This design comes from an exercise in tuning for small area, a short achievable clock period and few clock cycles per item on the open sky130 flow, not from production work.
In this exercise RTL edits were held to simulation tests only and were not proved equivalent to the original.
Power figures rest on the tool's default switching activity, not on a simulated workload.

v32:
==> flow/design.v (excerpt) <==
module act_stream_unit
#(
  parameter int LANES = 6,
  parameter int BEATS = 6,
  parameter int SHW   = 5,
  localparam int ZCW  = $clog2(LANES*BEATS+1),
  localparam int CW   = $clog2(BEATS),
  localparam int PCW  = $clog2(LANES+1)
) (
  input  logic                    clk,
  input  logic                    rst_n,
  input  logic [1:0]              mode_i,
  input  logic [SHW-1:0]          shift_i,
  input  logic [act_pkg::LANE_W-1:0]       clip_i,
  input  logic                    in_valid,
  output logic                    in_ready,
  input  logic [LANES*act_pkg::LANE_W-1:0] in_data,
  output logic                    out_valid,
  input  logic                    out_ready,
  output logic [LANES*act_pkg::LANE_W-1:0] out_data,
  output logic                    out_last,
  output logic [ZCW-1:0]          out_zero_cnt
);
Size: ~4600 cells after synthesis, about 250 flip-flops, about 440 I/O pins, ~0.026 sq mm of cells after synthesis.
==> module act_lane, before the edit <==
module act_lane
#(
  parameter int SHW = 5
) (
  input  logic [act_pkg::LANE_W-1:0] x,
  input  logic [act_pkg::LANE_W-1:0] q,
  input  logic                       hold,
  input  logic [1:0]                 mode,
  input  logic [SHW-1:0]             shift,
  input  logic [act_pkg::LANE_W-2:0] himask,
  input  logic [act_pkg::LANE_W-1:0] clip,
  input  logic                       clip_zero,
  output logic [act_pkg::LANE_W-1:0] d,
  output logic                       zero
);
  localparam int MW = act_pkg::LANE_W - 1;
  logic           s;
  logic [MW-1:0]  m;
  logic [SHW-1:0] shl;
  logic [MW-1:0]  u;
  logic           m_nz, t_nz, gt, leaky_neg, kill, csel, pass, sgn;
  logic           sel_lo, sel_hi, sel_c;
  assign s         = x[MW];
  assign m         = x[MW-1:0];
  assign m_nz      = |m;
  assign t_nz      = |(m & himask);
  assign leaky_neg = (mode == act_pkg::ACT_LEAKY) && s;
  assign kill      = s && (mode == act_pkg::ACT_RELU || mode == act_pkg::ACT_CLIP);
  logic [31:0] g0, e0;
  logic [15:0] g1, e1;
  logic [7:0]  g2, e2;
  logic [3:0]  g3, e3;
  logic [1:0]  g4, e4;
  always_comb begin
    for (int i = 0; i < 32; i++) begin
      if (i < MW) begin g0[i] = m[i] & ~clip[i]; e0[i] = m[i] | ~clip[i]; end
      else        begin g0[i] = 1'b0;            e0[i] = 1'b1;            end
    end
    for (int i = 0; i < 16; i++) begin
      g1[i] = g0[2*i+1] | (e0[2*i+1] & g0[2*i]);
      e1[i] = g0[2*i+1] | (e0[2*i+1] & e0[2*i]);
    end
    for (int i = 0; i < 8; i++) begin
      g2[i] = g1[2*i+1] | (e1[2*i+1] & g1[2*i]);
      e2[i] = g1[2*i+1] | (e1[2*i+1] & e1[2*i]);
    end
    for (int i = 0; i < 4; i++) begin
      g3[i] = g2[2*i+1] | (e2[2*i+1] & g2[2*i]);
      e3[i] = g2[2*i+1] | (e2[2*i+1] & e2[2*i]);
    end
    for (int i = 0; i < 2; i++) begin
      g4[i] = g3[2*i+1] | (e3[2*i+1] & g3[2*i]);
      e4[i] = g3[2*i+1] | (e3[2*i+1] & e3[2*i]);
    end
  end
  assign gt        = g4[1] | (e4[1] & g4[0]);
  assign csel      = (mode == act_pkg::ACT_CLIP) && !s && gt;
  assign pass   = !kill && !csel;
  assign shl    = leaky_neg ? shift : '0;
  assign u      = m >> shl[SHW-2:0];
  assign sel_lo = !hold && pass && !shl[SHW-1];
  assign sel_hi = !hold && pass && shl[SHW-1];
  assign sel_c  = !hold && csel;
  always_comb begin
    case (mode)
      act_pkg::ACT_BYPASS: sgn = s;
      act_pkg::ACT_RELU:   sgn = 1'b0;
      act_pkg::ACT_LEAKY:  sgn = s && t_nz;
      default:             sgn = csel && clip[MW];
    endcase
    case (mode)
      act_pkg::ACT_BYPASS: zero = !m_nz;
      act_pkg::ACT_RELU:   zero = s || !m_nz;
      act_pkg::ACT_LEAKY:  zero = s ? !t_nz : !m_nz;
      default:             zero = s || !m_nz || clip_zero;
    endcase
  end
  assign d[MW] = (q[MW] & hold) | (sgn & !hold);
  for (genvar i = 0; i < MW; i++) begin : g_bit
    if (i + 16 < MW) begin : g_two
      assign d[i] = (q[i] & hold) | (u[i] & sel_lo) | (u[i+16] & sel_hi) | (clip[i] & sel_c);
    end else begin : g_one
      assign d[i] = (q[i] & hold) | (u[i] & sel_lo) | (clip[i] & sel_c);
    end
  end
endmodule
Settings: LEC_CHECK=0, ABC_AREA=1, CAP_MARGIN=20, CORE_MARGIN=2, CORE_UTILIZATION=42, CTS_CLUSTER_DIAMETER=100, CTS_CLUSTER_SIZE=20, PLACE_DENSITY=0.7, SETUP_SLACK_MARGIN=4.0, SLEW_MARGIN=20, TNS_END_PERCENT=10; clock period 7.5 ns.
standard.sh (not shown) runs the stock make flow with config.mk's settings and CLKGATE_MAP_FILE= SYNTH_SCRIPT=/design/flow/synth_recipe.tcl, a recipe that flattens the netlist after the stock synthesis.
==> flow/flow/run.sh <==
#!/bin/bash
# The standard layout (the standard.sh, unchanged synthesis and steps),
# with the port buffers made from buf_2 cells instead of the resizer's
# default pick, a slow delay buffer. Every port still gets its buffer.
set -o pipefail
export BUFFER_PORTS_ARGS="-buffer_cell sky130_fd_sc_hd__buf_2"
bash standard.sh > standard.log 2>&1
Testbench counts of v32, summed over its fixed seeds: cycles 4,808, beats 4,800.
> inputs changed (v32 -> v23)
diff --git a/flow/design.v b/flow/design.v
--- a/flow/design.v
+++ b/flow/design.v
@@ -23,24 +23,22 @@
   input  logic [act_pkg::LANE_W-1:0] clip,
   input  logic                       clip_zero,
   output logic [act_pkg::LANE_W-1:0] d,
   output logic                       zero
 );
   localparam int MW = act_pkg::LANE_W - 1;
-  logic           s;
-  logic [MW-1:0]  m;
-  logic [SHW-1:0] shl;
-  logic [MW-1:0]  u;
-  logic           m_nz, t_nz, gt, leaky_neg, kill, csel, pass, sgn;
-  logic           sel_lo, sel_hi, sel_c;
+  logic          s;
+  logic [MW-1:0] m;
+  logic [MW-1:0] t;
+  logic          m_nz, t_nz, gt, leaky_neg, kill, csel, sgn;
+  logic          sel_x, sel_t, sel_c;
   assign s         = x[MW];
   assign m         = x[MW-1:0];
+  assign t         = m >> shift;
   assign m_nz      = |m;
   assign t_nz      = |(m & himask);
-  assign leaky_neg = (mode == act_pkg::ACT_LEAKY) && s;
-  assign kill      = s && (mode == act_pkg::ACT_RELU || mode == act_pkg::ACT_CLIP);
   logic [31:0] g0, e0;
   logic [15:0] g1, e1;
   logic [7:0]  g2, e2;
   logic [3:0]  g3, e3;
   logic [1:0]  g4, e4;
   always_comb begin
@@ -63,19 +61,18 @@
     for (int i = 0; i < 2; i++) begin
       g4[i] = g3[2*i+1] | (e3[2*i+1] & g3[2*i]);
       e4[i] = g3[2*i+1] | (e3[2*i+1] & e3[2*i]);
     end
   end
   assign gt        = g4[1] | (e4[1] & g4[0]);
+  assign leaky_neg = (mode == act_pkg::ACT_LEAKY) && s;
+  assign kill      = s && (mode == act_pkg::ACT_RELU || mode == act_pkg::ACT_CLIP);
   assign csel      = (mode == act_pkg::ACT_CLIP) && !s && gt;
-  assign pass   = !kill && !csel;
-  assign shl    = leaky_neg ? shift : '0;
-  assign u      = m >> shl[SHW-2:0];
-  assign sel_lo = !hold && pass && !shl[SHW-1];
-  assign sel_hi = !hold && pass && shl[SHW-1];
-  assign sel_c  = !hold && csel;
+  assign sel_x = !hold && !kill && !leaky_neg && !csel;
+  assign sel_t = !hold && leaky_neg;
+  assign sel_c = !hold && csel;
   always_comb begin
     case (mode)
       act_pkg::ACT_BYPASS: sgn = s;
       act_pkg::ACT_RELU:   sgn = 1'b0;
       act_pkg::ACT_LEAKY:  sgn = s && t_nz;
       default:             sgn = csel && clip[MW];
@@ -84,20 +81,17 @@
       act_pkg::ACT_BYPASS: zero = !m_nz;
       act_pkg::ACT_RELU:   zero = s || !m_nz;
       act_pkg::ACT_LEAKY:  zero = s ? !t_nz : !m_nz;
       default:             zero = s || !m_nz || clip_zero;
     endcase
   end
-  assign d[MW] = (q[MW] & hold) | (sgn & !hold);
-  for (genvar i = 0; i < MW; i++) begin : g_bit
-    if (i + 16 < MW) begin : g_two
-      assign d[i] = (q[i] & hold) | (u[i] & sel_lo) | (u[i+16] & sel_hi) | (clip[i] & sel_c);
-    end else begin : g_one
-      assign d[i] = (q[i] & hold) | (u[i] & sel_lo) | (clip[i] & sel_c);
-    end
-  end
+  assign d[MW]     = hold ? q[MW] : sgn;
+  assign d[MW-1:0] = (q[MW-1:0] & {MW{hold}})
+                   | (m         & {MW{sel_x}})
+                   | (t         & {MW{sel_t}})
+                   | (clip[MW-1:0] & {MW{sel_c}});
 endmodule
 module act_stream_unit
 #(
   parameter int LANES = 6,
   parameter int BEATS = 6,
   parameter int SHW   = 5,
==> results.txt <==
Summary of v23 over v32: part of the total power dissipated in combinational logic saw an increase; fraction of power consumed by the clock network decreased by 0.5 points relative to the old numbers; non-filler instance count after layout shows a reduction of 140; portion of the clock cycle consumed by the worst path in the final layout increased 2.7 points. Measured against each other, v32 and v23 differ in design internal power, the lower figure coming from v32.
Testbench counts of v23, summed over its fixed seeds: cycles 4,808, beats 4,800.

-- static timing again, ports no longer ideal --
The results above use ideal ports. As a check the final layouts listed here were re-extracted and re-timed, cells and wires unchanged. Step 1: set_driving_cell puts a clkbuf_16 on clk and a buf_2 on each other input, an assumption about the parent block. Step 2 times the ports against the registers' clock, not the clock port: input delays grow and output delays shrink by t, the midpoint of the rising clock arrivals with the driver on. a / b / c = no drivers / after step 1 / after step 2; a / b = the first two.
run	t (ns)	slack for setup (ns)	hold WS [ns]	worst register clock-pin slew, ns	pins driven straight from the clock port
v32	0.635	3.872 / 3.827 / 3.265	0.472 / 0.472 / 0.472	0.10 / 0.10	1
v23	0.661	3.668 / 3.703 / 3.054	0.485 / 0.485 / 0.485	0.10 / 0.10	1
After both steps setup and hold are still met in every run listed. The setup slack of v23, which loses most, moves by +0.035 ns with the drivers and by -0.614 ns with both steps.
